Background: an optimization exercise with open tools, aiming at small area, a short achievable clock period and few clock cycles per item. Do not read the settings as production practice. In this exercise RTL edits were held to simulation tests only and were not proved equivalent to the original. Power is estimated from default activity; no workload was simulated.

<file path="flow/run.sh">
#!/bin/bash
set -euo pipefail
bash standard.sh SETUP_SLACK_MARGIN=6.5 "BUFFER_PORTS_ARGS=-buffer_cell sky130_fd_sc_hd__buf_2" finish > standard_flow.log 2>&1
</file>
<file path="standard.sh">
#!/bin/bash
# synth_recipe.tcl (not shown) runs the flow's synth.tcl, then flattens the netlist and writes it again
# the make line also repeats each setting of config.mk as NAME=value (left out here)
make -C /OpenROAD-flow-scripts/flow DESIGN_CONFIG=/design/flow/config.mk WORK_HOME=/design/flow/orfs CLKGATE_MAP_FILE= SYNTH_SCRIPT=/design/flow/synth_recipe.tcl "${@:-finish}"
</file>
<file path="config.mk">
export PLATFORM = sky130hd
export DESIGN_NAME = power_calc
export DESIGN_NICKNAME = power_calc
export VERILOG_FILES = /design/flow/design.v
export SDC_FILE = /design/flow/constraint.sdc
export NUM_CORES = 4
export LEC_CHECK = 0
export CAP_MARGIN = 20
export CORE_MARGIN = 2
export CORE_UTILIZATION = 40
export SLEW_MARGIN = 20
export SYNTH_HIERARCHICAL = 1
export SYNTH_MINIMUM_KEEP_SIZE = 0
</file>
<file path="constraint.sdc">
create_clock -name core_clock -period 10.0 [get_ports {clk}]
set_input_delay 2.0000 -clock core_clock [delete_from_list [all_inputs] [get_ports {clk}]]
set_output_delay 2.0000 -clock core_clock [all_outputs]
set_load 0.01 [all_outputs]
</file>
<file path="design.v">
module power_calc (
    input  logic        clk,
    input  logic        rst,
    input  logic        in_valid,
    input  logic [19:0] in_data_1,
    input  logic [2:0]  in_data_2,
    output logic        busy,
    output logic        out_valid,
    output logic [59:0] out_data
);
    logic [19:0] b_r;        
    logic [9:0]  a_r;        
    logic [2:0]  j_r;        
    logic [2:0]  rem_r;      
    logic        act_r;      
    logic        first_r;    
    logic        small_r;    
    logic        kzero_r;    
    logic        gate_r;     
    logic        stall_r;    
    logic        bsmall_r;   
    logic [2:0]  nlast_r;    
    logic        busy_r;
    logic [9:0]  ls_r;       
    logic [9:0]  lc_r;       
    logic [19:0] cs_r;       
    logic [19:0] cc_r;       
    logic        co_r;       
    logic        cv_r;       
    logic [2:0]  cj_r;       
    logic        clast_r;    
    logic        cfin_r;     
    logic        ckz_r;      
    logic [59:0] acc_r;      
    logic        ov_r;
    logic [29:0] ts, tc;     
    logic [10:0] lo;         
    logic [19:0] hi;         
    logic [9:0]  wlo;        
    logic [19:0] whi;
    logic        last;
    logic        run;
    logic        tcyc;       
    logic        fin;
    logic        take;
    logic [59:0] view;       
    logic [9:0]  a_nxt;      
    logic [9:0]  a_base;     
    logic        a_lo;       
    logic        a_hi;       
    power_calc_csa u_csa (
        .a  (a_r),
        .b  (b_r),
        .cs (gate_r ? cs_r : 20'd0),
        .cc (gate_r ? cc_r : 20'd0),
        .s  (ts),
        .c  (tc)
    );
    logic [30:0] sum_x;
    logic [29:0] sum;
    assign sum_x = {cs_r, ls_r, co_r} + {cc_r, lc_r, co_r};
    assign sum   = sum_x[30:1];
    assign lo  = {sum[10] ^ cs_r[0] ^ cc_r[0], sum[9:0]};
    assign hi  = sum[29:10];
    assign wlo   = ckz_r ? 10'd0 : lo[9:0];
    assign whi   = ckz_r ? 20'd1 : hi;
    always_comb begin
        view = acc_r;
        if (cv_r) begin
            for (int i = 0; i < 6; i++) begin
                if (cj_r != 3'd0 && i == int'(cj_r) - 1) view[10*i +: 10] = wlo;
                if (clast_r && i == int'(cj_r))           view[10*i +: 10] = whi[9:0];
                if (clast_r && i == int'(cj_r) + 1)       view[10*i +: 10] = whi[19:10];
                if (clast_r && i > int'(cj_r) + 1)        view[10*i +: 10] = 10'd0;
            end
        end
    end
    assign last = (j_r == 3'd0) ? bsmall_r : (first_r | (j_r == nlast_r));
    assign tcyc = act_r & ~stall_r;
    assign run  = tcyc & ~small_r;
    assign fin  = tcyc & (small_r | (last & (rem_r == 3'd1)));
    assign take = in_valid & ~busy_r;
    always_comb begin
        if (first_r) begin
            a_nxt = b_r[19:10];
        end else begin
            case (j_r)
                3'd0:    a_nxt = acc_r[19:10];
                3'd1:    a_nxt = acc_r[29:20];
                3'd2:    a_nxt = acc_r[39:30];
                default: a_nxt = acc_r[49:40];
            endcase
        end
    end
    always_comb begin
        a_lo   = 1'b0;
        a_hi   = 1'b0;
        a_base = a_nxt;
        if (stall_r) begin
            a_lo = (cj_r == 3'd1);
            a_hi = (cj_r == 3'd0);
        end else if (last) begin
            a_base = acc_r[9:0];
            a_lo   = cv_r & (cj_r == 3'd1);
        end else begin
            a_lo   = cv_r & ~first_r & (j_r == 3'd0) & (cj_r == 3'd2);
        end
    end
    logic        act_nt, stall_nt, first_nt, last_nt, busy_nt, busy_new;
    logic [2:0]  j_nt, rem_nt, nlast_nt;
    assign act_nt   = act_r & ~fin;
    assign stall_nt = run & last & (rem_r != 3'd1) & (j_r[2:1] == 2'd0);
    assign j_nt     = run ? (last ? 3'd0 : j_r + 3'd1) : j_r;
    assign first_nt = first_r & ~(run & last);
    assign rem_nt   = (run & last) ? rem_r - 3'd1 : rem_r;
    logic        top;        
    assign top      = |hi[19:10];
    assign nlast_nt = (cv_r & clast_r) ? cj_r + {2'd0, top} : nlast_r;
    assign last_nt  = (j_nt == 3'd0) ? bsmall_r
                    : (first_nt | (~(cv_r & clast_r) & (j_nt == nlast_r)));
    assign busy_nt  = act_nt & (stall_nt | ~last_nt | (rem_nt != 3'd1));
    assign busy_new = ~((in_data_2 < 3'd2) | ((in_data_2 == 3'd2) & ~|in_data_1[19:10]));
    always_ff @(posedge clk) begin
        if (rst) begin
            act_r   <= 1'b0;
            stall_r <= 1'b0;
            busy_r  <= 1'b0;
            cv_r    <= 1'b0;
            co_r    <= 1'b0;
            ov_r    <= 1'b0;
        end else begin
            ov_r    <= cv_r & cfin_r;
            cv_r    <= tcyc;
            co_r    <= cv_r & ~clast_r & lo[10];
            stall_r <= stall_nt;
            act_r   <= take | act_nt;
            busy_r  <= take ? busy_new : busy_nt;
        end
    end
    always_ff @(posedge clk) begin
        if (cv_r) acc_r <= view;
        nlast_r <= nlast_nt;
        ls_r    <= ts[9:0];
        lc_r    <= tc[9:0];
        cs_r    <= ts[29:10];
        cc_r    <= tc[29:10];
        cj_r    <= small_r ? 3'd1 : j_r;
        clast_r <= small_r | last;
        cfin_r  <= small_r | (last & (rem_r == 3'd1));
        ckz_r   <= small_r & kzero_r;
        a_r     <= take ? ((in_data_2 < 3'd2) ? 10'd1 : in_data_1[9:0])
                        : (a_lo ? lo[9:0] : (a_hi ? hi[9:0] : a_base));
        j_r     <= j_nt;
        gate_r  <= (j_nt != 3'd0);
        first_r <= first_nt;
        rem_r   <= rem_nt;
        if (take) begin
            b_r      <= in_data_1;
            bsmall_r <= ~|in_data_1[19:10];
            j_r      <= 3'd0;
            gate_r   <= 1'b0;
            first_r  <= 1'b1;
            small_r  <= in_data_2 < 3'd2;
            kzero_r  <= in_data_2 == 3'd0;
            rem_r    <= (in_data_2 > 3'd5) ? 3'd4 : in_data_2 - 3'd1;
        end
    end
    assign busy      = busy_r;
    assign out_valid = ov_r;
    assign out_data  = acc_r;
endmodule
module power_calc_csa (
    input  logic [9:0]  a,
    input  logic [19:0] b,
    input  logic [19:0] cs,
    input  logic [19:0] cc,
    output logic [29:0] s,
    output logic [29:0] c
);
    logic [19:0] pp [10];
    always_comb begin
        for (int i = 0; i < 10; i++) pp[i] = b & {20{a[i]}};
    end
    logic w1;
    logic w2;
    logic w3;
    logic w4;
    logic w5;
    logic w6;
    logic w7;
    logic w8;
    logic w9;
    logic w10;
    logic w11;
    logic w12;
    logic w13;
    logic w14;
    logic w15;
    logic w16;
    logic w17;
    logic w18;
    logic w19;
    logic w20;
    logic w21;
    logic w22;
    logic w23;
    logic w24;
    logic w25;
    logic w26;
    logic w27;
    logic w28;
    logic w29;
    logic w30;
    logic w31;
    logic w32;
    logic w33;
    logic w34;
    logic w35;
    logic w36;
    logic w37;
    logic w38;
    logic w39;
    logic w40;
    logic w41;
    logic w42;
    logic w43;
    logic w44;
    logic w45;
    logic w46;
    logic w47;
    logic w48;
    logic w49;
    logic w50;
    logic w51;
    logic w52;
    logic w53;
    logic w54;
    logic w55;
    logic w56;
    logic w57;
    logic w58;
    logic w59;
    logic w60;
    logic w61;
    logic w62;
    logic w63;
    logic w64;
    logic w65;
    logic w66;
    logic w67;
    logic w68;
    logic w69;
    logic w70;
    logic w71;
    logic w72;
    logic w73;
    logic w74;
    logic w75;
    logic w76;
    logic w77;
    logic w78;
    logic w79;
    logic w80;
    logic w81;
    logic w82;
    logic w83;
    logic w84;
    logic w85;
    logic w86;
    logic w87;
    logic w88;
    logic w89;
    logic w90;
    logic w91;
    logic w92;
    logic w93;
    logic w94;
    logic w95;
    logic w96;
    logic w97;
    logic w98;
    logic w99;
    logic w100;
    logic w101;
    logic w102;
    logic w103;
    logic w104;
    logic w105;
    logic w106;
    logic w107;
    logic w108;
    logic w109;
    logic w110;
    logic w111;
    logic w112;
    logic w113;
    logic w114;
    logic w115;
    logic w116;
    logic w117;
    logic w118;
    logic w119;
    logic w120;
    logic w121;
    logic w122;
    logic w123;
    logic w124;
    logic w125;
    logic w126;
    logic w127;
    logic w128;
    logic w129;
    logic w130;
    logic w131;
    logic w132;
    logic w133;
    logic w134;
    logic w135;
    logic w136;
    logic w137;
    logic w138;
    logic w139;
    logic w140;
    logic w141;
    logic w142;
    logic w143;
    logic w144;
    logic w145;
    logic w146;
    logic w147;
    logic w148;
    logic w149;
    logic w150;
    logic w151;
    logic w152;
    logic w153;
    logic w154;
    logic w155;
    logic w156;
    logic w157;
    logic w158;
    logic w159;
    logic w160;
    logic w161;
    logic w162;
    logic w163;
    logic w164;
    logic w165;
    logic w166;
    logic w167;
    logic w168;
    logic w169;
    logic w170;
    logic w171;
    logic w172;
    logic w173;
    logic w174;
    logic w175;
    logic w176;
    logic w177;
    logic w178;
    logic w179;
    logic w180;
    logic w181;
    logic w182;
    logic w183;
    logic w184;
    logic w185;
    logic w186;
    logic w187;
    logic w188;
    logic w189;
    logic w190;
    logic w191;
    logic w192;
    logic w193;
    logic w194;
    logic w195;
    logic w196;
    logic w197;
    logic w198;
    logic w199;
    logic w200;
    logic w201;
    logic w202;
    logic w203;
    logic w204;
    logic w205;
    logic w206;
    logic w207;
    logic w208;
    logic w209;
    logic w210;
    logic w211;
    logic w212;
    logic w213;
    logic w214;
    logic w215;
    logic w216;
    logic w217;
    logic w218;
    logic w219;
    logic w220;
    logic w221;
    logic w222;
    logic w223;
    logic w224;
    logic w225;
    logic w226;
    logic w227;
    logic w228;
    logic w229;
    logic w230;
    logic w231;
    logic w232;
    logic w233;
    logic w234;
    logic w235;
    logic w236;
    logic w237;
    logic w238;
    logic w239;
    logic w240;
    logic w241;
    logic w242;
    logic w243;
    logic w244;
    logic w245;
    logic w246;
    logic w247;
    logic w248;
    logic w249;
    logic w250;
    logic w251;
    logic w252;
    logic w253;
    logic w254;
    logic w255;
    logic w256;
    logic w257;
    logic w258;
    logic w259;
    logic w260;
    logic w261;
    logic w262;
    logic w263;
    logic w264;
    logic w265;
    logic w266;
    logic w267;
    logic w268;
    logic w269;
    logic w270;
    logic w271;
    logic w272;
    logic w273;
    logic w274;
    logic w275;
    logic w276;
    logic w277;
    logic w278;
    logic w279;
    logic w280;
    logic w281;
    logic w282;
    logic w283;
    logic w284;
    logic w285;
    logic w286;
    logic w287;
    logic w288;
    logic w289;
    logic w290;
    logic w291;
    logic w292;
    logic w293;
    logic w294;
    logic w295;
    logic w296;
    logic w297;
    logic w298;
    logic w299;
    logic w300;
    logic w301;
    logic w302;
    logic w303;
    logic w304;
    logic w305;
    logic w306;
    logic w307;
    logic w308;
    logic w309;
    logic w310;
    logic w311;
    logic w312;
    logic w313;
    logic w314;
    logic w315;
    logic w316;
    logic w317;
    logic w318;
    logic w319;
    logic w320;
    logic w321;
    logic w322;
    logic w323;
    logic w324;
    logic w325;
    logic w326;
    logic w327;
    logic w328;
    logic w329;
    logic w330;
    logic w331;
    logic w332;
    logic w333;
    logic w334;
    logic w335;
    logic w336;
    logic w337;
    logic w338;
    logic w339;
    logic w340;
    logic w341;
    logic w342;
    logic w343;
    logic w344;
    logic w345;
    logic w346;
    logic w347;
    logic w348;
    logic w349;
    logic w350;
    logic w351;
    logic w352;
    logic w353;
    logic w354;
    logic w355;
    logic w356;
    logic w357;
    logic w358;
    logic w359;
    logic w360;
    logic w361;
    logic w362;
    logic w363;
    logic w364;
    logic w365;
    logic w366;
    logic w367;
    logic w368;
    logic w369;
    logic w370;
    logic w371;
    logic w372;
    logic w373;
    logic w374;
    logic w375;
    logic w376;
    logic w377;
    logic w378;
    logic w379;
    logic w380;
    logic w381;
    logic w382;
    logic w383;
    logic w384;
    logic w385;
    logic w386;
    logic w387;
    logic w388;
    logic w389;
    logic w390;
    logic w391;
    logic w392;
    logic w393;
    logic w394;
    logic w395;
    logic w396;
    logic w397;
    logic w398;
    logic w399;
    logic w400;
    power_calc_ha u_w1 (.a(cs[7]), .b(cc[7]), .s(w1), .c(w2));
    power_calc_fa u_w3 (.a(cs[8]), .b(cc[8]), .ci(pp[0][8]), .s(w3), .c(w4));
    power_calc_ha u_w5 (.a(pp[1][7]), .b(pp[2][6]), .s(w5), .c(w6));
    power_calc_fa u_w7 (.a(cs[9]), .b(cc[9]), .ci(pp[0][9]), .s(w7), .c(w8));
    power_calc_fa u_w9 (.a(pp[1][8]), .b(pp[2][7]), .ci(pp[3][6]), .s(w9), .c(w10));
    power_calc_ha u_w11 (.a(pp[4][5]), .b(pp[5][4]), .s(w11), .c(w12));
    power_calc_fa u_w13 (.a(cs[10]), .b(cc[10]), .ci(pp[0][10]), .s(w13), .c(w14));
    power_calc_fa u_w15 (.a(pp[1][9]), .b(pp[2][8]), .ci(pp[3][7]), .s(w15), .c(w16));
    power_calc_fa u_w17 (.a(pp[4][6]), .b(pp[5][5]), .ci(pp[6][4]), .s(w17), .c(w18));
    power_calc_fa u_w19 (.a(cs[11]), .b(cc[11]), .ci(pp[0][11]), .s(w19), .c(w20));
    power_calc_fa u_w21 (.a(pp[1][10]), .b(pp[2][9]), .ci(pp[3][8]), .s(w21), .c(w22));
    power_calc_fa u_w23 (.a(pp[4][7]), .b(pp[5][6]), .ci(pp[6][5]), .s(w23), .c(w24));
    power_calc_fa u_w25 (.a(cs[12]), .b(cc[12]), .ci(pp[0][12]), .s(w25), .c(w26));
    power_calc_fa u_w27 (.a(pp[1][11]), .b(pp[2][10]), .ci(pp[3][9]), .s(w27), .c(w28));
    power_calc_fa u_w29 (.a(pp[4][8]), .b(pp[5][7]), .ci(pp[6][6]), .s(w29), .c(w30));
    power_calc_fa u_w31 (.a(cs[13]), .b(cc[13]), .ci(pp[0][13]), .s(w31), .c(w32));
    power_calc_fa u_w33 (.a(pp[1][12]), .b(pp[2][11]), .ci(pp[3][10]), .s(w33), .c(w34));
    power_calc_fa u_w35 (.a(pp[4][9]), .b(pp[5][8]), .ci(pp[6][7]), .s(w35), .c(w36));
    power_calc_fa u_w37 (.a(cs[14]), .b(cc[14]), .ci(pp[0][14]), .s(w37), .c(w38));
    power_calc_fa u_w39 (.a(pp[1][13]), .b(pp[2][12]), .ci(pp[3][11]), .s(w39), .c(w40));
    power_calc_fa u_w41 (.a(pp[4][10]), .b(pp[5][9]), .ci(pp[6][8]), .s(w41), .c(w42));
    power_calc_fa u_w43 (.a(cs[15]), .b(cc[15]), .ci(pp[0][15]), .s(w43), .c(w44));
    power_calc_fa u_w45 (.a(pp[1][14]), .b(pp[2][13]), .ci(pp[3][12]), .s(w45), .c(w46));
    power_calc_fa u_w47 (.a(pp[4][11]), .b(pp[5][10]), .ci(pp[6][9]), .s(w47), .c(w48));
    power_calc_fa u_w49 (.a(cs[16]), .b(cc[16]), .ci(pp[0][16]), .s(w49), .c(w50));
    power_calc_fa u_w51 (.a(pp[1][15]), .b(pp[2][14]), .ci(pp[3][13]), .s(w51), .c(w52));
    power_calc_fa u_w53 (.a(pp[4][12]), .b(pp[5][11]), .ci(pp[6][10]), .s(w53), .c(w54));
    power_calc_fa u_w55 (.a(cs[17]), .b(cc[17]), .ci(pp[0][17]), .s(w55), .c(w56));
    power_calc_fa u_w57 (.a(pp[1][16]), .b(pp[2][15]), .ci(pp[3][14]), .s(w57), .c(w58));
    power_calc_fa u_w59 (.a(pp[4][13]), .b(pp[5][12]), .ci(pp[6][11]), .s(w59), .c(w60));
    power_calc_fa u_w61 (.a(cs[18]), .b(cc[18]), .ci(pp[0][18]), .s(w61), .c(w62));
    power_calc_fa u_w63 (.a(pp[1][17]), .b(pp[2][16]), .ci(pp[3][15]), .s(w63), .c(w64));
    power_calc_fa u_w65 (.a(pp[4][14]), .b(pp[5][13]), .ci(pp[6][12]), .s(w65), .c(w66));
    power_calc_fa u_w67 (.a(cs[19]), .b(cc[19]), .ci(pp[0][19]), .s(w67), .c(w68));
    power_calc_fa u_w69 (.a(pp[1][18]), .b(pp[2][17]), .ci(pp[3][16]), .s(w69), .c(w70));
    power_calc_fa u_w71 (.a(pp[4][15]), .b(pp[5][14]), .ci(pp[6][13]), .s(w71), .c(w72));
    power_calc_fa u_w73 (.a(pp[1][19]), .b(pp[2][18]), .ci(pp[3][17]), .s(w73), .c(w74));
    power_calc_ha u_w75 (.a(pp[4][16]), .b(pp[5][15]), .s(w75), .c(w76));
    power_calc_ha u_w77 (.a(pp[2][19]), .b(pp[3][18]), .s(w77), .c(w78));
    power_calc_ha u_w79 (.a(cs[4]), .b(cc[4]), .s(w79), .c(w80));
    power_calc_fa u_w81 (.a(cs[5]), .b(cc[5]), .ci(pp[0][5]), .s(w81), .c(w82));
    power_calc_ha u_w83 (.a(pp[1][4]), .b(pp[2][3]), .s(w83), .c(w84));
    power_calc_fa u_w85 (.a(cs[6]), .b(cc[6]), .ci(pp[0][6]), .s(w85), .c(w86));
    power_calc_fa u_w87 (.a(pp[1][5]), .b(pp[2][4]), .ci(pp[3][3]), .s(w87), .c(w88));
    power_calc_ha u_w89 (.a(pp[4][2]), .b(pp[5][1]), .s(w89), .c(w90));
    power_calc_fa u_w91 (.a(pp[0][7]), .b(pp[1][6]), .ci(pp[2][5]), .s(w91), .c(w92));
    power_calc_fa u_w93 (.a(pp[3][4]), .b(pp[4][3]), .ci(pp[5][2]), .s(w93), .c(w94));
    power_calc_fa u_w95 (.a(pp[6][1]), .b(pp[7][0]), .ci(w1), .s(w95), .c(w96));
    power_calc_fa u_w97 (.a(pp[3][5]), .b(pp[4][4]), .ci(pp[5][3]), .s(w97), .c(w98));
    power_calc_fa u_w99 (.a(pp[6][2]), .b(pp[7][1]), .ci(pp[8][0]), .s(w99), .c(w100));
    power_calc_fa u_w101 (.a(w2), .b(w5), .ci(w3), .s(w101), .c(w102));
    power_calc_fa u_w103 (.a(pp[6][3]), .b(pp[7][2]), .ci(pp[8][1]), .s(w103), .c(w104));
    power_calc_fa u_w105 (.a(pp[9][0]), .b(w6), .ci(w11), .s(w105), .c(w106));
    power_calc_fa u_w107 (.a(w4), .b(w7), .ci(w9), .s(w107), .c(w108));
    power_calc_fa u_w109 (.a(pp[7][3]), .b(pp[8][2]), .ci(pp[9][1]), .s(w109), .c(w110));
    power_calc_fa u_w111 (.a(w12), .b(w8), .ci(w10), .s(w111), .c(w112));
    power_calc_fa u_w113 (.a(w13), .b(w15), .ci(w17), .s(w113), .c(w114));
    power_calc_fa u_w115 (.a(pp[7][4]), .b(pp[8][3]), .ci(pp[9][2]), .s(w115), .c(w116));
    power_calc_fa u_w117 (.a(w14), .b(w16), .ci(w18), .s(w117), .c(w118));
    power_calc_fa u_w119 (.a(w19), .b(w21), .ci(w23), .s(w119), .c(w120));
    power_calc_fa u_w121 (.a(pp[7][5]), .b(pp[8][4]), .ci(pp[9][3]), .s(w121), .c(w122));
    power_calc_fa u_w123 (.a(w20), .b(w22), .ci(w24), .s(w123), .c(w124));
    power_calc_fa u_w125 (.a(w25), .b(w27), .ci(w29), .s(w125), .c(w126));
    power_calc_fa u_w127 (.a(pp[7][6]), .b(pp[8][5]), .ci(pp[9][4]), .s(w127), .c(w128));
    power_calc_fa u_w129 (.a(w26), .b(w28), .ci(w30), .s(w129), .c(w130));
    power_calc_fa u_w131 (.a(w31), .b(w33), .ci(w35), .s(w131), .c(w132));
    power_calc_fa u_w133 (.a(pp[7][7]), .b(pp[8][6]), .ci(pp[9][5]), .s(w133), .c(w134));
    power_calc_fa u_w135 (.a(w32), .b(w34), .ci(w36), .s(w135), .c(w136));
    power_calc_fa u_w137 (.a(w37), .b(w39), .ci(w41), .s(w137), .c(w138));
    power_calc_fa u_w139 (.a(pp[7][8]), .b(pp[8][7]), .ci(pp[9][6]), .s(w139), .c(w140));
    power_calc_fa u_w141 (.a(w38), .b(w40), .ci(w42), .s(w141), .c(w142));
    power_calc_fa u_w143 (.a(w43), .b(w45), .ci(w47), .s(w143), .c(w144));
    power_calc_fa u_w145 (.a(pp[7][9]), .b(pp[8][8]), .ci(pp[9][7]), .s(w145), .c(w146));
    power_calc_fa u_w147 (.a(w44), .b(w46), .ci(w48), .s(w147), .c(w148));
    power_calc_fa u_w149 (.a(w49), .b(w51), .ci(w53), .s(w149), .c(w150));
    power_calc_fa u_w151 (.a(pp[7][10]), .b(pp[8][9]), .ci(pp[9][8]), .s(w151), .c(w152));
    power_calc_fa u_w153 (.a(w50), .b(w52), .ci(w54), .s(w153), .c(w154));
    power_calc_fa u_w155 (.a(w55), .b(w57), .ci(w59), .s(w155), .c(w156));
    power_calc_fa u_w157 (.a(pp[7][11]), .b(pp[8][10]), .ci(pp[9][9]), .s(w157), .c(w158));
    power_calc_fa u_w159 (.a(w56), .b(w58), .ci(w60), .s(w159), .c(w160));
    power_calc_fa u_w161 (.a(w61), .b(w63), .ci(w65), .s(w161), .c(w162));
    power_calc_fa u_w163 (.a(pp[7][12]), .b(pp[8][11]), .ci(pp[9][10]), .s(w163), .c(w164));
    power_calc_fa u_w165 (.a(w62), .b(w64), .ci(w66), .s(w165), .c(w166));
    power_calc_fa u_w167 (.a(w67), .b(w69), .ci(w71), .s(w167), .c(w168));
    power_calc_fa u_w169 (.a(pp[6][14]), .b(pp[7][13]), .ci(pp[8][12]), .s(w169), .c(w170));
    power_calc_fa u_w171 (.a(pp[9][11]), .b(w75), .ci(w68), .s(w171), .c(w172));
    power_calc_fa u_w173 (.a(w70), .b(w72), .ci(w73), .s(w173), .c(w174));
    power_calc_fa u_w175 (.a(pp[4][17]), .b(pp[5][16]), .ci(pp[6][15]), .s(w175), .c(w176));
    power_calc_fa u_w177 (.a(pp[7][14]), .b(pp[8][13]), .ci(pp[9][12]), .s(w177), .c(w178));
    power_calc_fa u_w179 (.a(w76), .b(w77), .ci(w74), .s(w179), .c(w180));
    power_calc_fa u_w181 (.a(pp[3][19]), .b(pp[4][18]), .ci(pp[5][17]), .s(w181), .c(w182));
    power_calc_fa u_w183 (.a(pp[6][16]), .b(pp[7][15]), .ci(pp[8][14]), .s(w183), .c(w184));
    power_calc_ha u_w185 (.a(pp[9][13]), .b(w78), .s(w185), .c(w186));
    power_calc_fa u_w187 (.a(pp[4][19]), .b(pp[5][18]), .ci(pp[6][17]), .s(w187), .c(w188));
    power_calc_ha u_w189 (.a(pp[7][16]), .b(pp[8][15]), .s(w189), .c(w190));
    power_calc_ha u_w191 (.a(pp[5][19]), .b(pp[6][18]), .s(w191), .c(w192));
    power_calc_ha u_w193 (.a(cs[2]), .b(cc[2]), .s(w193), .c(w194));
    power_calc_fa u_w195 (.a(cs[3]), .b(cc[3]), .ci(pp[0][3]), .s(w195), .c(w196));
    power_calc_ha u_w197 (.a(pp[1][2]), .b(pp[2][1]), .s(w197), .c(w198));
    power_calc_fa u_w199 (.a(pp[0][4]), .b(pp[1][3]), .ci(pp[2][2]), .s(w199), .c(w200));
    power_calc_fa u_w201 (.a(pp[3][1]), .b(pp[4][0]), .ci(w79), .s(w201), .c(w202));
    power_calc_fa u_w203 (.a(pp[3][2]), .b(pp[4][1]), .ci(pp[5][0]), .s(w203), .c(w204));
    power_calc_fa u_w205 (.a(w80), .b(w83), .ci(w81), .s(w205), .c(w206));
    power_calc_fa u_w207 (.a(pp[6][0]), .b(w84), .ci(w89), .s(w207), .c(w208));
    power_calc_fa u_w209 (.a(w82), .b(w85), .ci(w87), .s(w209), .c(w210));
    power_calc_fa u_w211 (.a(w90), .b(w86), .ci(w88), .s(w211), .c(w212));
    power_calc_fa u_w213 (.a(w91), .b(w93), .ci(w95), .s(w213), .c(w214));
    power_calc_fa u_w215 (.a(w92), .b(w94), .ci(w96), .s(w215), .c(w216));
    power_calc_fa u_w217 (.a(w97), .b(w99), .ci(w101), .s(w217), .c(w218));
    power_calc_fa u_w219 (.a(w98), .b(w100), .ci(w103), .s(w219), .c(w220));
    power_calc_fa u_w221 (.a(w105), .b(w102), .ci(w107), .s(w221), .c(w222));
    power_calc_fa u_w223 (.a(w104), .b(w109), .ci(w106), .s(w223), .c(w224));
    power_calc_fa u_w225 (.a(w108), .b(w111), .ci(w113), .s(w225), .c(w226));
    power_calc_fa u_w227 (.a(w110), .b(w115), .ci(w112), .s(w227), .c(w228));
    power_calc_fa u_w229 (.a(w114), .b(w117), .ci(w119), .s(w229), .c(w230));
    power_calc_fa u_w231 (.a(w116), .b(w121), .ci(w118), .s(w231), .c(w232));
    power_calc_fa u_w233 (.a(w120), .b(w123), .ci(w125), .s(w233), .c(w234));
    power_calc_fa u_w235 (.a(w122), .b(w127), .ci(w124), .s(w235), .c(w236));
    power_calc_fa u_w237 (.a(w126), .b(w129), .ci(w131), .s(w237), .c(w238));
    power_calc_fa u_w239 (.a(w128), .b(w133), .ci(w130), .s(w239), .c(w240));
    power_calc_fa u_w241 (.a(w132), .b(w135), .ci(w137), .s(w241), .c(w242));
    power_calc_fa u_w243 (.a(w134), .b(w139), .ci(w136), .s(w243), .c(w244));
    power_calc_fa u_w245 (.a(w138), .b(w141), .ci(w143), .s(w245), .c(w246));
    power_calc_fa u_w247 (.a(w140), .b(w145), .ci(w142), .s(w247), .c(w248));
    power_calc_fa u_w249 (.a(w144), .b(w147), .ci(w149), .s(w249), .c(w250));
    power_calc_fa u_w251 (.a(w146), .b(w151), .ci(w148), .s(w251), .c(w252));
    power_calc_fa u_w253 (.a(w150), .b(w153), .ci(w155), .s(w253), .c(w254));
    power_calc_fa u_w255 (.a(w152), .b(w157), .ci(w154), .s(w255), .c(w256));
    power_calc_fa u_w257 (.a(w156), .b(w159), .ci(w161), .s(w257), .c(w258));
    power_calc_fa u_w259 (.a(w158), .b(w163), .ci(w160), .s(w259), .c(w260));
    power_calc_fa u_w261 (.a(w162), .b(w165), .ci(w167), .s(w261), .c(w262));
    power_calc_fa u_w263 (.a(w164), .b(w169), .ci(w166), .s(w263), .c(w264));
    power_calc_fa u_w265 (.a(w168), .b(w171), .ci(w173), .s(w265), .c(w266));
    power_calc_fa u_w267 (.a(w170), .b(w175), .ci(w177), .s(w267), .c(w268));
    power_calc_fa u_w269 (.a(w172), .b(w174), .ci(w179), .s(w269), .c(w270));
    power_calc_fa u_w271 (.a(w176), .b(w178), .ci(w181), .s(w271), .c(w272));
    power_calc_fa u_w273 (.a(w183), .b(w185), .ci(w180), .s(w273), .c(w274));
    power_calc_fa u_w275 (.a(pp[9][14]), .b(w189), .ci(w182), .s(w275), .c(w276));
    power_calc_fa u_w277 (.a(w184), .b(w186), .ci(w187), .s(w277), .c(w278));
    power_calc_fa u_w279 (.a(pp[7][17]), .b(pp[8][16]), .ci(pp[9][15]), .s(w279), .c(w280));
    power_calc_fa u_w281 (.a(w190), .b(w191), .ci(w188), .s(w281), .c(w282));
    power_calc_fa u_w283 (.a(pp[6][19]), .b(pp[7][18]), .ci(pp[8][17]), .s(w283), .c(w284));
    power_calc_ha u_w285 (.a(pp[9][16]), .b(w192), .s(w285), .c(w286));
    power_calc_ha u_w287 (.a(pp[7][19]), .b(pp[8][18]), .s(w287), .c(w288));
    power_calc_ha u_w289 (.a(cs[1]), .b(cc[1]), .s(w289), .c(w290));
    power_calc_fa u_w291 (.a(pp[0][2]), .b(pp[1][1]), .ci(pp[2][0]), .s(w291), .c(w292));
    power_calc_fa u_w293 (.a(pp[3][0]), .b(w194), .ci(w197), .s(w293), .c(w294));
    power_calc_fa u_w295 (.a(w198), .b(w196), .ci(w199), .s(w295), .c(w296));
    power_calc_fa u_w297 (.a(w200), .b(w202), .ci(w203), .s(w297), .c(w298));
    power_calc_fa u_w299 (.a(w204), .b(w207), .ci(w206), .s(w299), .c(w300));
    power_calc_fa u_w301 (.a(w208), .b(w210), .ci(w211), .s(w301), .c(w302));
    power_calc_fa u_w303 (.a(w212), .b(w214), .ci(w215), .s(w303), .c(w304));
    power_calc_fa u_w305 (.a(w216), .b(w219), .ci(w218), .s(w305), .c(w306));
    power_calc_fa u_w307 (.a(w220), .b(w223), .ci(w222), .s(w307), .c(w308));
    power_calc_fa u_w309 (.a(w224), .b(w227), .ci(w226), .s(w309), .c(w310));
    power_calc_fa u_w311 (.a(w228), .b(w231), .ci(w230), .s(w311), .c(w312));
    power_calc_fa u_w313 (.a(w232), .b(w235), .ci(w234), .s(w313), .c(w314));
    power_calc_fa u_w315 (.a(w236), .b(w239), .ci(w238), .s(w315), .c(w316));
    power_calc_fa u_w317 (.a(w240), .b(w243), .ci(w242), .s(w317), .c(w318));
    power_calc_fa u_w319 (.a(w244), .b(w247), .ci(w246), .s(w319), .c(w320));
    power_calc_fa u_w321 (.a(w248), .b(w251), .ci(w250), .s(w321), .c(w322));
    power_calc_fa u_w323 (.a(w252), .b(w255), .ci(w254), .s(w323), .c(w324));
    power_calc_fa u_w325 (.a(w256), .b(w259), .ci(w258), .s(w325), .c(w326));
    power_calc_fa u_w327 (.a(w260), .b(w263), .ci(w262), .s(w327), .c(w328));
    power_calc_fa u_w329 (.a(w267), .b(w264), .ci(w266), .s(w329), .c(w330));
    power_calc_fa u_w331 (.a(w268), .b(w271), .ci(w270), .s(w331), .c(w332));
    power_calc_fa u_w333 (.a(w272), .b(w275), .ci(w277), .s(w333), .c(w334));
    power_calc_fa u_w335 (.a(w279), .b(w276), .ci(w278), .s(w335), .c(w336));
    power_calc_fa u_w337 (.a(w280), .b(w283), .ci(w285), .s(w337), .c(w338));
    power_calc_fa u_w339 (.a(pp[9][17]), .b(w287), .ci(w284), .s(w339), .c(w340));
    power_calc_ha u_w341 (.a(pp[8][19]), .b(pp[9][18]), .s(w341), .c(w342));
    power_calc_ha u_w343 (.a(cs[0]), .b(cc[0]), .s(w343), .c(w344));
    power_calc_fa u_w345 (.a(pp[0][1]), .b(pp[1][0]), .ci(w289), .s(w345), .c(w346));
    power_calc_fa u_w347 (.a(w290), .b(w193), .ci(w291), .s(w347), .c(w348));
    power_calc_fa u_w349 (.a(w292), .b(w195), .ci(w293), .s(w349), .c(w350));
    power_calc_fa u_w351 (.a(w201), .b(w294), .ci(w295), .s(w351), .c(w352));
    power_calc_fa u_w353 (.a(w296), .b(w297), .ci(w205), .s(w353), .c(w354));
    power_calc_fa u_w355 (.a(w298), .b(w209), .ci(w299), .s(w355), .c(w356));
    power_calc_fa u_w357 (.a(w213), .b(w300), .ci(w301), .s(w357), .c(w358));
    power_calc_fa u_w359 (.a(w302), .b(w303), .ci(w217), .s(w359), .c(w360));
    power_calc_fa u_w361 (.a(w304), .b(w221), .ci(w305), .s(w361), .c(w362));
    power_calc_fa u_w363 (.a(w225), .b(w306), .ci(w307), .s(w363), .c(w364));
    power_calc_fa u_w365 (.a(w229), .b(w308), .ci(w309), .s(w365), .c(w366));
    power_calc_fa u_w367 (.a(w233), .b(w310), .ci(w311), .s(w367), .c(w368));
    power_calc_fa u_w369 (.a(w237), .b(w312), .ci(w313), .s(w369), .c(w370));
    power_calc_fa u_w371 (.a(w241), .b(w314), .ci(w315), .s(w371), .c(w372));
    power_calc_fa u_w373 (.a(w245), .b(w316), .ci(w317), .s(w373), .c(w374));
    power_calc_fa u_w375 (.a(w249), .b(w318), .ci(w319), .s(w375), .c(w376));
    power_calc_fa u_w377 (.a(w253), .b(w320), .ci(w321), .s(w377), .c(w378));
    power_calc_fa u_w379 (.a(w257), .b(w322), .ci(w323), .s(w379), .c(w380));
    power_calc_fa u_w381 (.a(w261), .b(w324), .ci(w325), .s(w381), .c(w382));
    power_calc_fa u_w383 (.a(w265), .b(w326), .ci(w327), .s(w383), .c(w384));
    power_calc_fa u_w385 (.a(w269), .b(w328), .ci(w329), .s(w385), .c(w386));
    power_calc_fa u_w387 (.a(w273), .b(w330), .ci(w331), .s(w387), .c(w388));
    power_calc_fa u_w389 (.a(w274), .b(w333), .ci(w332), .s(w389), .c(w390));
    power_calc_fa u_w391 (.a(w281), .b(w334), .ci(w335), .s(w391), .c(w392));
    power_calc_fa u_w393 (.a(w282), .b(w337), .ci(w336), .s(w393), .c(w394));
    power_calc_fa u_w395 (.a(w286), .b(w339), .ci(w338), .s(w395), .c(w396));
    power_calc_fa u_w397 (.a(w288), .b(w341), .ci(w340), .s(w397), .c(w398));
    power_calc_ha u_w399 (.a(pp[9][19]), .b(w342), .s(w399), .c(w400));
    assign s[0] = pp[0][0];
    assign c[0] = w343;
    assign s[1] = w344;
    assign c[1] = w345;
    assign s[2] = w346;
    assign c[2] = w347;
    assign s[3] = w348;
    assign c[3] = w349;
    assign s[4] = w350;
    assign c[4] = w351;
    assign s[5] = w352;
    assign c[5] = w353;
    assign s[6] = w354;
    assign c[6] = w355;
    assign s[7] = w356;
    assign c[7] = w357;
    assign s[8] = w358;
    assign c[8] = w359;
    assign s[9] = w360;
    assign c[9] = w361;
    assign s[10] = w362;
    assign c[10] = w363;
    assign s[11] = w364;
    assign c[11] = w365;
    assign s[12] = w366;
    assign c[12] = w367;
    assign s[13] = w368;
    assign c[13] = w369;
    assign s[14] = w370;
    assign c[14] = w371;
    assign s[15] = w372;
    assign c[15] = w373;
    assign s[16] = w374;
    assign c[16] = w375;
    assign s[17] = w376;
    assign c[17] = w377;
    assign s[18] = w378;
    assign c[18] = w379;
    assign s[19] = w380;
    assign c[19] = w381;
    assign s[20] = w382;
    assign c[20] = w383;
    assign s[21] = w384;
    assign c[21] = w385;
    assign s[22] = w386;
    assign c[22] = w387;
    assign s[23] = w388;
    assign c[23] = w389;
    assign s[24] = w391;
    assign c[24] = w390;
    assign s[25] = w392;
    assign c[25] = w393;
    assign s[26] = w395;
    assign c[26] = w394;
    assign s[27] = w397;
    assign c[27] = w396;
    assign s[28] = w399;
    assign c[28] = w398;
    assign s[29] = w400;
    assign c[29] = 1'b0;
endmodule
module power_calc_fa (input logic a, input logic b, input logic ci,
                      output logic s, output logic c);
    assign s = a ^ b ^ ci;
    assign c = (a & b) | (a & ci) | (b & ci);
endmodule
module power_calc_ha (input logic a, input logic b,
                      output logic s, output logic c);
    assign s = a ^ b;
    assign c = a & b;
endmodule
</file>
==> results.py, run 1 <==
metrics = {
    "run_status": {
        "outcome": "timing/DRC/antenna clean",
    },
    "critical_path": {
        "crit_family": "compound AO/OA/AOI/OAI gates",
        "critPathLaunchType": "register",
        "path_max_fanout": 7,
        "worstSetupEndpointType": "register",
        "cp_slowest_cell": "ha_2",
        "cp.arrival_ps": 3640,
        "cp.required_ps": 10180,
        "worstSetupPathType": "reg2reg",
        "cp_slowest_stage_delay_ps": 400,
        "worstPathCellList": "ha_2, nand2_1, nor3_4, a211oi_4, o2111a_2, a311oi_4, a2111o_1, o211a_4, and4_2, nand3_1, ha_1, ha_1, xor2_1",
        "cp_common_cell": "ha_1",
        "worst-path-buf-inv": 0,
    },
    "global_routing": {
        "overflow": 0,
        "antenna_found_initial": 1,
        "grt_max_degree": 45,
        "grt_use_total_pct": 23.53,
        "grt_pass1_vias": 11880,
        "grt_pass1_wl_mm": 72.27,
    },
    "cells_and_area": {
        "antenna_cells": 0,
        "drive_gt1_share_pct": 19.45,
        "nFillCells": 3742,
        "final_util_pct": 43.68,
        "seq_area_sq_um": 4397,
        "final_area_sq_um": 16840,
        "multi_input_area_sq_um": 10470,
        "final_common_cell": "fa_1",
        "area_growth_pct": 7.819,
        "fin_nets": 1794,
        "final_cell_mix": "fa_1 (182), and2_1 (160), nor2_1 (115)",
    },
    "timing": {
        "rsz0062_at_grt": "true",
        "fmax_mhz": 289.1,
        "fin_crit_sh_pct": 34.59,
        "slew_headroom_pct": 19.08,
        "drv_slew": 0,
        "hold_viol_final": 0,
        "setup_violations": 0,
        "timing.hold.ws_ps": 450.3,
        "tightest_slew_ps": 1205,
        "finClkSkew_ps": 12.28,
        "fin_tns_setup_ps": 0,
        "layout_min_cycle_time_ps": 3459,
    },
    "clock_network": {
        "cts_buffers": 17,
        "cts_tree": "built",
        "htree_levels": 4,
        "clk_pin_slew_ps": 70,
        "clk_latency_ps": 440,
        "cts_root_buf": "clkbuf_16",
        "clockBufferDepth": 2,
        "cts_sinks": 176,
        "hold_buffers": 0,
    },
    "drt": {
        "wl_per_cell_microns": 22.89,
        "routed_wirelength_mm": 46.93,
        "post_drt_via_cell_ratio": 5.579,
        "detailedRoute.firstPassIterationCount": 5,
        "vias": 11440,
        "ant_nets": 0,
        "drt-initial-drc-count": 907,
        "drc": 0,
    },
    "synth": {
        "yosysWarnings": 10,
        "yosys.area.top_type_share_pct": 23.33,
        "yosys.area.top_type": "fa_1",
        "async_flop_share_pct": 0,
        "synth_area_leaders": "fa_1 (23%), edfxtp_1 (17%), dfxtp_1 (12%)",
        "synth_edf_count": 86,
        "ys_ff_latch": 176,
        "syn_avg_cell_area_sq_um": 10.23,
        "synth_nets": 1802,
        "ys_seq_area_share_pct": 28.07,
        "syn-cell-area_sq_um": 15620,
        "synth-main-ff-cell": "dfxtp_1",
        "synth_cell_types": 82,
        "synthCells": 1527,
    },
    "floorplanning": {
        "core_sq_um": 38560,
        "start_util_pct": 40.51,
        "die_w_microns": 201.6,
        "io-pin-count": 88,
        "die_y_microns": 201.6,
        "num_rows": 72,
        "die_area_sq_um": 40640,
    },
    "pwr": {
        "power_mw": 5.422,
        "power.density_nw_per_um2": 322.0,
        "leakage_nw": 6.964,
        "irDropWorstVdd_uv": 179.4,
    },
    "placement": {
        "place_area_sq_um": 15900,
        "gp_congestion": 0.9346,
        "io_buffers": 87,
        "post-dp-hpwl_mm": 35.68,
    },
    "hold_path": {
        "min_path_type": "reg2reg",
    },
    "flow_run": {
        "max_cap_viol_count": 0,
    },
}
path summary, 6_finish.rpt:
| kind | start | to | slack [ps] | depth (start not counted) |
|---|---|---|---|---|
| worst max-delay path | lc_r[5] | nlast_r[2] | 6540 | 13 |
| worst min-delay path | kzero_r | ckz_r | 450 | 1 |
| worst max register to register | lc_r[5] | nlast_r[2] | 6540 | 13 |
| worst min register to register | kzero_r | ckz_r | 450 | 1 |
worst register-to-register path, delay by kind of cell, from the launching register on:
| kind | cells | cell delay, ps |
|---|---|---|
| compound gates | 5 | 1260 |
| xor+xnor | 1 | 140 |
| fa+ha+maj | 3 | 780 |
| flops | 1 | 310 |
| simple gates | 4 | 720 |
Yosys stat by module, one instance, submodules excluded:
module          cells inside  flip-flops and latches  copies in the design
power_calc_fa              1                       0                   181
power_calc_ha              1                       0                    19
power_calc_csa           281                       0                     1
power_calc              1046                     176                     1
power by group:
| part | total [mW] | leakage, nW | switching [mW] | internal (mW) |
|---|---|---|---|---|
| Combinational | 3.59 | 5.12 | 2.19 | 1.40 |
| Clock | 0.668 | 0.286 | 0.304 | 0.364 |
| Sequential | 1.17 | 1.56 | 0.179 | 0.989 |
| Total | 5.42 | 6.96 | 2.67 | 2.75 |
synthesized netlist by cell type (all sizes together) (4+ instances only):
cell type  number
and2          250
fa            182
nor2          121
buf            95
dfxtp          90
edfxtp         86
nand2          80
a21oi          70
ha             67
a211oi         66
o21ai          62
clkbuf         44
nor3           35
inv            26
nand3          22
xnor2          22
xor2           16
nand2b         14
o211ai         13
a21o           12
nor2b          12
a31oi          10
o22ai          10
a311oi          9
and3            9
mux2i           8
nor4            8
or2             8
a22oi           7
nand4           6
nor3b           6
o21a            6
a2111oi         4
a221o           4
or3             4
final cells by class:
cell class                      count  area share (%)
Clock inverter                     12          0.6093
Tap cell                          518           3.849
Multi-Input combinational cell   1185           62.19
Sequential cell                   176           26.11
Clock buffer                       20           2.771
Inverter                           27          0.6018
Timing Repair Buffer              112           3.871
cells by family after synthesis:
family	share of synthesized area (%)
other cells	0.02401
xor+xnor	2.131
buf+inv	6.577
mux	0.5848
simple gates	20.96
compound gates	12.96
flops	28.07
fa+ha+maj	28.69
metal layers:
metal | GRT usage, % | share of wire [%]
met1 | 32.57 | 44
met2 | 37.29 | 46
met3 | 4.600 | 7.0
met4 | 7.327 | 2.6
met5 | 0 | 0
metrics by stage:
step           cells  setup slack, ps
2_1_floorplan   1527             6580
3_3_place_gp    2008             6137
3_5_place_dp    2008             6106
4_1_cts         2041             6439
5_1_grt         2050             6355
6_report        2050             6541
state kept, by name, summed over array words and instances, names as in the netlist, 3 cells and up:
signal   count
ls_r        10
nlast_r      3
lc_r        10
cj_r         3
acc_r       60
a_r         10
rem_r        3
cs_r        20
j_r          3
cc_r        20
b_r         20
what timing repair did:
| action | 4_1_cts | 5_1_grt |
|---|---|---|
| resized for setup | 20 | 34 |
| setup endpoints to repair | 64 | 45 |
| buffers inserted | 1 | 9 |
| pin swaps | 2 | 8 |
Testbench counts, summed over its fixed seeds: cycles 12,967, items 1,920.
==> inputs of run 2 (changes only) <==
--- a/config.mk
+++ b/config.mk
@@ -10,2 +10,4 @@
 export CORE_UTILIZATION = 40
+export CTS_BUF_LIST = sky130_fd_sc_hd__clkbuf_8
+export PLACE_DENSITY = 0.75
 export SLEW_MARGIN = 20
==> run 2 against run 1 <==
Clock power decreased by 25%. Worst hold slack improved by 8.1 ps. Still clean. Utilization fell by 0.19 points. Critical path type unchanged. Critical endpoint is now cc_r[4]. Largest cell class unchanged. Sequential share of layout area up 0.14 points. Via count increased by 3.5%. Non-clock buffer count rose by 11.
==> results.py, run 2 <==
metrics = {
    "run_status": {
        "outcome": "timing/DRC/antenna clean",
    },
    "pwr": {
        "power.density_nw_per_um2": 316.8,
        "irDropWorstVdd_uv": 197.0,
        "power_mw": 5.312,
        "leakage_nw": 6.915,
    },
    "timing": {
        "tightest_slew_ps": 1227,
        "fin_crit_sh_pct": 34.71,
        "setup_violations": 0,
        "hold_viol_final": 0,
        "slew_headroom_pct": 17.59,
        "finClkSkew_ps": 17.60,
        "rsz0062_at_grt": "true",
        "fmax_mhz": 288.1,
        "fin_tns_setup_ps": 0,
        "drv_slew": 0,
        "layout_min_cycle_time_ps": 3471,
    },
    "critical_path": {
        "cp_common_cell": "fa_1",
        "cp.arrival_ps": 3840,
        "critPathLaunchType": "register",
        "worstSetupEndpointType": "register",
        "reg2regPathDepth": 6,
        "cp.required_ps": 10370,
        "cp_slowest_stage_delay_ps": 660,
        "cp_slowest_cell": "edfxtp_1",
        "worstReg2RegStart": "b_r[12]",
        "reg2reg_to": "cc_r[4]",
        "worstSetupPathType": "reg2reg",
        "path_max_fanout": 11,
        "worstPathCellList": "and2_2, fa_1, fa_1, fa_1, fa_1, fa_1",
        "regToRegSetupSlack_ps": 6530,
    },
    "clock_network": {
        "cts_sinks": 176,
        "cts_tree": "built",
        "clk_latency_ps": 500,
        "cts_buffers": 17,
        "cts_root_buf": "clkbuf_8",
        "htree_levels": 4,
        "clk_pin_slew_ps": 100,
        "clockBufferDepth": 2,
    },
    "cells_and_area": {
        "fin_nets": 1805,
        "largest_register_ffs": 60,
        "area_growth_pct": 7.338,
        "final_cell_mix": "fa_1 (182), and2_1 (161), nor2_1 (118)",
        "antenna_cells": 0,
        "drive_gt1_share_pct": 20.67,
        "top_register": "acc_r",
        "final_common_cell": "fa_1",
    },
    "drt": {
        "routed_wirelength_mm": 45.53,
        "ant_nets": 0,
        "drt-initial-drc-count": 1234,
        "wl_per_cell_microns": 22.09,
        "detailedRoute.firstPassIterationCount": 5,
        "post_drt_via_cell_ratio": 5.741,
        "drc": 0,
        "vias": 11830,
    },
    "hold_path": {
        "whs_path_depth": 1,
        "min_path_type": "reg2reg",
        "hp-start": "kzero_r",
        "hold_end": "ckz_r",
    },
    "synth": {
        "yosysWarnings": 10,
        "syn-cell-area_sq_um": 15620,
        "synth_area_leaders": "fa_1 (23%), edfxtp_1 (17%), dfxtp_1 (12%)",
        "async_flop_share_pct": 0,
        "synth_nets": 1802,
        "synthCells": 1527,
        "synth_most_common_cell": "fa_1",
        "synth_edf_count": 86,
        "ys_seq_area_share_pct": 28.07,
        "synth-main-ff-cell": "dfxtp_1",
        "ys_ff_latch": 176,
        "syn_avg_cell_area_sq_um": 10.23,
        "netlist_top_cells_count": "fa_1 (182), and2_1 (161), nor2_1 (120), dfxtp_1 (90), and2_2 (88)",
        "synth_cell_types": 82,
        "yosys.area.top_type": "fa_1",
        "yosys.area.top_type_share_pct": 23.33,
    },
    "floorplanning": {
        "num_rows": 72,
        "die_y_microns": 201.6,
        "start_util_pct": 40.51,
        "core_sq_um": 38560,
        "die_w_microns": 201.6,
        "die_area_sq_um": 40640,
        "io-pin-count": 88,
    },
    "global_routing": {
        "overflow": 0,
        "grt_max_degree": 41,
        "grt_pass1_wl_mm": 69.92,
        "grt_pass1_vias": 12080,
        "grt_use_total_pct": 22.56,
        "antenna_found_initial": 0,
    },
    "placement": {
        "io_buffers": 87,
        "post-dp-hpwl_mm": 34.10,
        "gp_congestion": 0.9673,
    },
    "flow_run": {
        "max_cap_viol_count": 0,
    },
}
==> run 2: cell types whose count changed in the layout (fill, tap and decap cells not counted), sizes merged <==
| cell | previous run | this run |
|---|---|---|
| clkbuf | 20 | 19 |
| bufinv | 1 | 0 |
| clkinv | 5 | 4 |
| buf | 112 | 123 |
| inv | 32 | 35 |
==> run 2: Yosys stat by module (local to each module, per instance) <==
module          flip-flops and latches  times used  cells inside  cell area, sq um
power_calc_ha                        0          19             1             12.51
power_calc_fa                        0         181             1             20.02
power_calc_csa                       0           1           281              2028
power_calc                         176           1          1046              9729
==> run 2: how the worst max path moves through the flow <==
stage / from / endpoint / slack (ps)
after floorplan: in_valid / b_r[0] / 6580
after global placement: ls_r[0] / nlast_r[2] / 5990
after detailed placement: ls_r[0] / nlast_r[2] / 5870
after CTS: ls_r[9] / nlast_r[2] / 6440
after global routing: cs_r[4] / nlast_r[2] / 6400
final: b_r[12] / cc_r[4] / 6530
==> run 2: kinds of logic (layout without fill, tap and decap cells) <==
group / after synthesis / after routing / synth area share, %
buffers and inverters: 166 / 182 / 6.577
muxes: 9 / 9 / 0.5848
other: 1 / 1 / 0.02401
adders and majority gates: 249 / 249 / 28.69
xor gates and xnor gates: 38 / 38 / 2.131
DFF: 176 / 176 / 28.07
and+or+nand+nor: 587 / 587 / 20.96
AOI/OAI and AO/OA: 301 / 301 / 12.96
==> run 2: repair_timing <==
item / CTS / global route
endpoints found under the setup margin: 77 / 50
setup buffers: 4 / 19
hold buffers: 0 / 0
pin swaps: 4 / 17
gates resized for setup: 28 / 36
==> run 2: stage by stage <==
step	cell area, sq um	setup slack, ps	instances	hold slack (ps)	utilization, %
global placement	15870	5995	2006	432.9	41.17
floorplan	15620	6580	1527	426.1	-
global route	16760	6399	2061	504.2	43.48
detailed placement	15880	5866	2006	434.7	41.18
CTS	16430	6440	2042	459.2	42.61
finish	16760	6529	2061	458.4	43.48
==> run 2: cell type report <==
cell class,instances,area (sq um)
clock buffers,19,261.5
clock inverters,13,116.4
fillers,3721,21790
inverters,27,101.3
multi-input cells,1185,10510
flip-flops and latches,176,4400
well taps,518,648.1
repair buffers,123,730.7
==> run 2: routing by layer <==
| layer | up-vias | part of all wire [%] | wire, microns | GRT usage [%] |
|---|---|---|---|---|
| li1 | 5235 | - | - | - |
| met1 | 5959 | 43 | 19520 | 30.74 |
| met2 | 524 | 46 | 20800 | 35.69 |
| met3 | 115 | 7.8 | 3545 | 4.211 |
| met4 | 0 | 3.7 | 1673 | 8.745 |
| met5 | - | 0 | 0 | 0 |
==> run 2: where the power goes <==
group | leakage (nW) | internal (mW) | total (mW) | switching, mW
combinational | 5.16 | 1.46 | 3.66 | 2.20
sequential | 1.56 | 0.989 | 1.16 | 0.167
clock | 0.194 | 0.195 | 0.500 | 0.305
total | 6.92 | 2.64 | 5.31 | 2.67
==> run 2: worst max-delay path: cells and delay by family, from the launching register on <==
kind | cells | cell delay (ps)
flip-flops | 1 | 660
AND/OR/NAND/NOR | 1 | 300
adder cells (fa/ha/maj) | 5 | 2400
==> inputs of run 3 (changes only) <==
--- a/config.mk
+++ b/config.mk
@@ -9,5 +9,4 @@
 export CORE_MARGIN = 2
-export CORE_UTILIZATION = 40
+export CORE_UTILIZATION = 60
 export CTS_BUF_LIST = sky130_fd_sc_hd__clkbuf_8
-export PLACE_DENSITY = 0.75
 export SLEW_MARGIN = 20
==> run 3 against run 2 <==
Synthesized cell count did not move. Sequential share of layout area increased by 0.32 points. Utilization grew 21 points. Synthesized area unchanged. Critical endpoint is now acc_r[39]. Clock skew grew 5.1 ps. Worst hold slack improved by 31 ps.
==> results.py, run 3 <==
metrics = {
    "synth": {
        "synth_most_common_cell": "fa_1",
        "yosys.area.top_type_share_pct": 23.33,
        "synth_area_leaders": "fa_1 (23%), edfxtp_1 (17%), dfxtp_1 (12%)",
        "netlist_top_cells_count": "fa_1 (182), and2_1 (161), nor2_1 (120), dfxtp_1 (90), and2_2 (88)",
        "async_flop_share_pct": 0,
        "synth-main-ff-cell": "dfxtp_1",
        "synthCells": 1527,
        "yosys.area.top_type": "fa_1",
        "syn_avg_cell_area_sq_um": 10.23,
        "ys_seq_area_share_pct": 28.07,
        "syn-cell-area_sq_um": 15620,
        "synth_edf_count": 86,
        "yosysWarnings": 10,
        "ys_ff_latch": 176,
        "synth_nets": 1802,
        "synth_cell_types": 82,
    },
    "timing": {
        "rsz0062_at_grt": "true",
        "finClkSkew_ps": 22.73,
        "fin_tns_setup_ps": 0,
        "layout_min_cycle_time_ps": 3489,
        "fmax_mhz": 286.7,
        "tightest_slew_ps": 1249,
        "fin_crit_sh_pct": 34.89,
        "drv_slew": 0,
        "setup_violations": 0,
        "slew_headroom_pct": 16.17,
        "hold_viol_final": 0,
    },
    "critical_path": {
        "reg2reg_to": "acc_r[39]",
        "worstSetupEndpointType": "register",
        "cp-endpoint": "acc_r[39]",
        "critPathLaunchType": "register",
        "regToRegSetupSlack_ps": 6510,
        "reg2regPathDepth": 11,
        "cp.arrival_ps": 3790,
        "worstSetupPathType": "reg2reg",
        "path_max_fanout": 6,
        "crit_start": "cs_r[2]",
        "worstReg2RegStart": "cs_r[2]",
        "cp.required_ps": 10310,
    },
    "cells_and_area": {
        "final_common_cell": "fa_1",
        "fin_nets": 1792,
        "top_register": "acc_r",
        "largest_register_ffs": 60,
        "area_growth_pct": 5.944,
        "final_cells": 1868,
        "drive_gt1_share_pct": 19.61,
        "final_cell_mix": "fa_1 (181), and2_1 (160), nor2_1 (114)",
        "nFillCells": 2178,
    },
    "drt": {
        "drc": 0,
        "ant_nets": 0,
        "post_drt_via_cell_ratio": 6.287,
        "drt-initial-drc-count": 1250,
        "wl_per_cell_microns": 24.71,
        "vias": 11740,
        "detailedRoute.firstPassIterationCount": 5,
        "routed_wirelength_mm": 46.15,
    },
    "floorplanning": {
        "die_area_sq_um": 27340,
        "num_rows": 59,
        "start_util_pct": 60.45,
        "core_sq_um": 25840,
        "die_w_microns": 165.3,
        "die_y_microns": 165.3,
        "io-pin-count": 88,
    },
    "run_status": {
        "outcome": "timing/DRC/antenna clean",
    },
    "placement": {
        "io_buffers": 87,
        "gp_congestion": 1.035,
        "placed_cells": 1826,
        "post-dp-hpwl_mm": 34.20,
    },
    "pwr": {
        "clkPwrFrac_pct": 10.5,
        "power.density_nw_per_um2": 316.5,
        "p_int_mw": 2.574,
        "power_frac_seq_pct": 22.9,
        "p_switching_mw": 2.664,
        "combinationalPowerShare_pct": 66.6,
        "switching_share_pct": 50.86,
        "leakage_nw": 6.884,
        "irDropWorstVdd_uv": 239.7,
    },
    "hold_path": {
        "min_path_type": "reg2reg",
    },
    "global_routing": {
        "grt_pass1_vias": 11840,
        "grt_use_total_pct": 34.87,
        "grt_max_degree": 45,
        "overflow": 0,
        "grt_pass1_wl_mm": 69.41,
        "antenna_found_initial": 1,
    },
    "clock_network": {
        "cts_buffers": 17,
        "clockBufferDepth": 2,
        "cts_tree": "built",
        "htree_levels": 4,
        "cts_root_buf": "clkbuf_8",
        "clk_latency_ps": 490,
        "clk_pin_slew_ps": 120,
        "cts_sinks": 176,
    },
    "flow_run": {
        "max_cap_viol_count": 0,
    },
}
run 3: cell counts after synthesis:
No cell type changed its count.
run 3: logic make-up (layout without fill, tap and decap cells):
group | count (synthesis) | after routing | synth area share, %
XOR/XNOR | 38 | 38 | 2.131
multiplexers | 9 | 9 | 0.5848
adder cells (fa/ha/maj) | 249 | 249 | 28.69
AO/OA/AOI/OAI | 301 | 301 | 12.96
AND/OR/NAND/NOR | 587 | 587 | 20.96
buffers and inverters | 166 | 169 | 6.577
flip-flops | 176 | 176 | 28.07
other | 1 | 4 | 0.02401
run 3: layout make-up:
type / instances / area (sq um) / share of cell area [%]
antenna: 3 / 7.507 / 0.04537
sequential: 176 / 4397 / 26.57
inverter: 27 / 101.3 / 0.6125
timing repair buffer: 110 / 670.6 / 4.053
clock buffer: 18 / 247.7 / 1.497
tap: 335 / 419.2 / 2.533
clock inverter: 14 / 188.9 / 1.142
multi-input combinational: 1185 / 10520 / 63.55
run 3: per-layer routing:
layer	wire length [microns]	GRT usage, %	up-vias
met5	0	0	-
met1	19480	48.36	5858
li1	-	-	5197
met2	20940	53.88	581
met4	1432	11.99	0
met3	4294	8.591	108
run 3: worst min path at each step:
stage	start	end	slack (ps)	depth (start not counted)
floorplan	kzero_r	ckz_r	430	1
global placement	kzero_r	ckz_r	440	1
detailed placement	kzero_r	ckz_r	460	1
CTS	kzero_r	ckz_r	490	1
global route	cfin_r	ov_r	510	1
finish	cfin_r	ov_r	490	1
run 3: per-module statistics from Yosys, one instance, submodules excluded:
module	area [sq um]	copies in the design
power_calc	9729	1
power_calc_ha	12.51	19
power_calc_fa	20.02	181
power_calc_csa	2028	1
run 3: critical path, stage by stage (launching register included):
cell and delay (ps):
dfxtp_1 320, ha_1 380, a21oi_1 210, o21ai_1 160, o41ai_2 280, and3b_1 280
a211oi_4 110, o31ai_4 310, buf_4 180, xor2_1 680, nand3_1 140, a21oi_1 270
run 3: power by group through the flow:
stage	combinational [mW]	clock, mW	sequential [mW]
floorplan	2.86	0	1.07
global placement	3.17	0	1.19
detailed placement	3.22	0	1.19
CTS	3.28	0.557	1.18
global route	3.76	0.581	1.21
finish	3.49	0.550	1.20
run 3: metrics by stage:
| stage | area (sq um) | power (mW) | hold WS [ps] | setup slack (ps) | utilization (%) |
|---|---|---|---|---|---|
| final | 16550 | 5.238 | 489.6 | 6511 | 64.04 |
| after floorplan | 15620 | 3.928 | 426.1 | 6580 | - |
| after detailed placement | 15670 | 4.413 | 460.9 | 6161 | 60.65 |
| after global placement | 15670 | 4.365 | 435.4 | 6203 | 60.64 |
| after CTS | 16190 | 5.017 | 490.6 | 6469 | 62.66 |
| after global routing | 16540 | 5.555 | 507.0 | 6391 | 64.02 |
run 3: what timing repair did:
action | CTS | global route
resized for setup | 21 | 47
pin swaps | 2 | 12
hold buffers | 0 | 0
setup buffers | 1 | 6
setup endpoints to repair | 53 | 55
==> inputs of run 4 (changes only) <==
--- a/config.mk
+++ b/config.mk
@@ -9,3 +9,3 @@
 export CORE_MARGIN = 2
-export CORE_UTILIZATION = 60
+export CORE_UTILIZATION = 40
 export CTS_BUF_LIST = sky130_fd_sc_hd__clkbuf_8
==> run 4 against run 3 <==
First-iteration DRC count fell by 16%. Synthesized cell count did not move. Largest cell class unchanged. Worst hold slack got worse by 36 ps. Still clean on timing, DRC and antenna. Clock skew fell by 4.1 ps. Total power fell by 0.40%. Global-route usage fell by 11 points. Clock power fell by 9.5%. Design area rose by 0.79%. Synthesized area did not move.
==> results.py, run 4 <==
metrics = {
    "run_status": {
        "outcome": "timing/DRC/antenna clean",
    },
    "drt": {
        "routed_wirelength_mm": 46.99,
        "post_drt_via_cell_ratio": 5.620,
        "detailedRoute.firstPassIterationCount": 5,
        "drt-initial-drc-count": 1045,
        "ant_nets": 0,
        "drc": 0,
        "vias": 11520,
        "wl_per_cell_microns": 22.94,
    },
    "timing": {
        "rsz0062_at_grt": "true",
        "fin_tns_setup_ps": 0,
        "hold_viol_final": 0,
        "fin_crit_sh_pct": 34.61,
        "layout_min_cycle_time_ps": 3461,
        "slew_headroom_pct": 20.87,
        "fmax_mhz": 289.0,
        "drv_slew": 0,
        "setup_violations": 0,
        "finClkSkew_ps": 18.65,
        "tightest_slew_ps": 1178,
    },
    "cells_and_area": {
        "drive_gt1_share_pct": 19.86,
        "final_common_cell": "fa_1",
        "top_register": "acc_r",
        "final_cell_mix": "fa_1 (181), and2_1 (160), nor2_1 (115)",
        "nFillCells": 3757,
        "largest_register_ffs": 60,
        "area_growth_pct": 6.777,
        "antenna_cells": 0,
        "fin_nets": 1793,
    },
    "clock_network": {
        "clockBufferDepth": 2,
        "clk_latency_ps": 490,
        "cts_buffers": 17,
        "htree_levels": 4,
        "cts_root_buf": "clkbuf_8",
        "cts_sinks": 176,
        "clk_pin_slew_ps": 100,
        "cts_tree": "built",
    },
    "critical_path": {
        "cp.arrival_ps": 3680,
        "path_max_fanout": 7,
        "cp.required_ps": 10220,
        "critPathLaunchType": "register",
        "worstSetupPathType": "reg2reg",
        "worstSetupEndpointType": "register",
    },
    "floorplanning": {
        "core_sq_um": 38560,
        "io-pin-count": 88,
        "num_rows": 72,
        "start_util_pct": 40.51,
        "die_area_sq_um": 40640,
        "die_y_microns": 201.6,
        "die_w_microns": 201.6,
    },
    "hold_path": {
        "min_path_type": "reg2reg",
    },
    "synth": {
        "synth_most_common_cell": "fa_1",
        "synth-main-ff-cell": "dfxtp_1",
        "async_flop_share_pct": 0,
        "synth_cell_types": 82,
        "ys_ff_latch": 176,
        "syn_avg_cell_area_sq_um": 10.23,
        "ys_seq_area_share_pct": 28.07,
        "yosys.area.top_type_share_pct": 23.33,
        "synth_nets": 1802,
        "yosysWarnings": 10,
        "yosys.area.top_type": "fa_1",
        "synth_area_leaders": "fa_1 (23%), edfxtp_1 (17%), dfxtp_1 (12%)",
        "synth_edf_count": 86,
        "syn-cell-area_sq_um": 15620,
        "synthCells": 1527,
        "netlist_top_cells_count": "fa_1 (182), and2_1 (161), nor2_1 (120), dfxtp_1 (90), and2_2 (88)",
    },
    "global_routing": {
        "grt_pass1_wl_mm": 72.24,
        "grt_max_degree": 45,
        "grt_pass1_vias": 11870,
        "antenna_found_initial": 0,
        "overflow": 0,
        "grt_use_total_pct": 23.48,
    },
    "pwr": {
        "leakage_nw": 6.873,
        "power_mw": 5.217,
        "power.density_nw_per_um2": 312.8,
        "irDropWorstVdd_uv": 177.7,
    },
    "placement": {
        "io_buffers": 87,
        "post-dp-hpwl_mm": 35.68,
        "gp_congestion": 0.9346,
    },
    "flow_run": {
        "max_cap_viol_count": 0,
    },
}
[run 4: cell counts after synthesis]
Identical to the previous run, type by type.
[run 4: worst max-delay path: stages, from the launching register on]
cell,delay [ps]
dfxtp_1,310
ha_2,400
nand2_1,130
nor3_4,240
a211oi_4,90
o2111a_2,300
a311oi_4,360
a2111o_1,230
o211a_4,270
and4_2,230
nand3_1,110
ha_1,200
ha_1,180
xor2_1,140
[run 4: kinds of logic (layout without fill, tap and decap cells)]
family / count (synthesis) / after routing / synth area share, %
compound gates: 301 / 301 / 12.96
xor+xnor: 38 / 38 / 2.131
fa+ha+maj: 249 / 249 / 28.69
buf+inv: 166 / 170 / 6.577
flops: 176 / 176 / 28.07
mux: 9 / 9 / 0.5848
other cells: 1 / 1 / 0.02401
simple gates: 587 / 587 / 20.96
[run 4: path summary, 6_finish.rpt]
path | cells after the start | end | slack (ps) | start
hold / removal | 1 | ckz_r | 450 | kzero_r
setup / recovery | 13 | nlast_r[2] | 6540 | lc_r[5]
setup reg to reg | 13 | nlast_r[2] | 6540 | lc_r[5]
hold reg to reg | 1 | ckz_r | 450 | kzero_r
[run 4: timing repair]
item | in CTS | in global routing
resized for setup | 19 | 43
setup buffers | 1 | 8
setup endpoints to repair | 67 | 50
pin swaps | 2 | 9
hold buffers | 0 | 0
[run 4: area by class of cell]
| class | count | area [sq um] | share of cell area (%) |
|---|---|---|---|
| Tap cell | 518 | 648.1 | 3.886 |
| Clock buffer | 20 | 275.3 | 1.651 |
| Inverter | 27 | 101.3 | 0.6077 |
| Sequential cell | 176 | 4397 | 26.36 |
| Timing Repair Buffer | 111 | 640.6 | 3.841 |
| Multi-Input combinational cell | 1185 | 10510 | 63.04 |
| Clock inverter | 12 | 102.6 | 0.6152 |
[run 4: metal layers]
metal / part of all wire (%) / vias up / routed length [microns] / global-route usage (%)
li1: - / 5198 / - / -
met1: 44 / 5798 / 20560 / 32.39
met2: 46 / 440 / 21840 / 37.55
met3: 7.1 / 79 / 3340 / 4.568
met4: 2.7 / 0 / 1257 / 6.959
met5: 0 / - / 0 / 0
[run 4: Yosys stat by module, one instance, submodules excluded]
module,cells,times used
power_calc_ha,1,19
power_calc,1046,1
power_calc_fa,1,181
power_calc_csa,281,1
[run 4: stage by stage]
step                      cells  utilization, %  setup WS (ps)  instance area, sq um  hold slack, ps
after floorplan            1527               -           6580                 15620           426.1
after global placement     2008           41.21           6137                 15890           435.1
after detailed placement   2008           41.24           6106                 15900           433.0
after CTS                  2041           42.41           6430                 16350           458.4
after global routing       2049           43.25           6401                 16680           468.1
final                      2049           43.25           6539                 16680           453.6
[run 4: power by group]
part	internal, mW	switching [mW]
combinational	1.37	2.19
sequential	0.988	0.180
clock	0.218	0.280

-- static timing again, ports no longer ideal --
No port has a modelled driver above. Below, the same layouts with a new extraction and two added sets of constraints. Step 1: set_driving_cell puts a clkbuf_16 on clk and a buf_2 on each other input, an assumption about the parent block. Step 2 times the ports against the registers' clock, not the clock port: input delays grow and output delays shrink by t, the midpoint of the rising clock arrivals with the driver on. Slacks: no drivers / after step 1 / after step 2; pairs: no drivers / after step 1.
| run | shift t [ns] | setup WS [ns] | pins driven straight from the clock port |
|---|---|---|---|
| run 1 | 0.491 | 6.541 / 6.541 / 6.253 | 1 |
| run 2 | 0.542 | 6.529 / 6.529 / 6.171 | 1 |
| run 3 | 0.522 | 6.511 / 6.511 / 6.476 | 1 |
| run 4 | 0.526 | 6.539 / 6.539 / 6.120 | 1 |
After both steps every run listed still meets setup and hold. The setup slack of run 4, which loses most, moves by 0.000 ns with the drivers and by -0.419 ns with both steps.
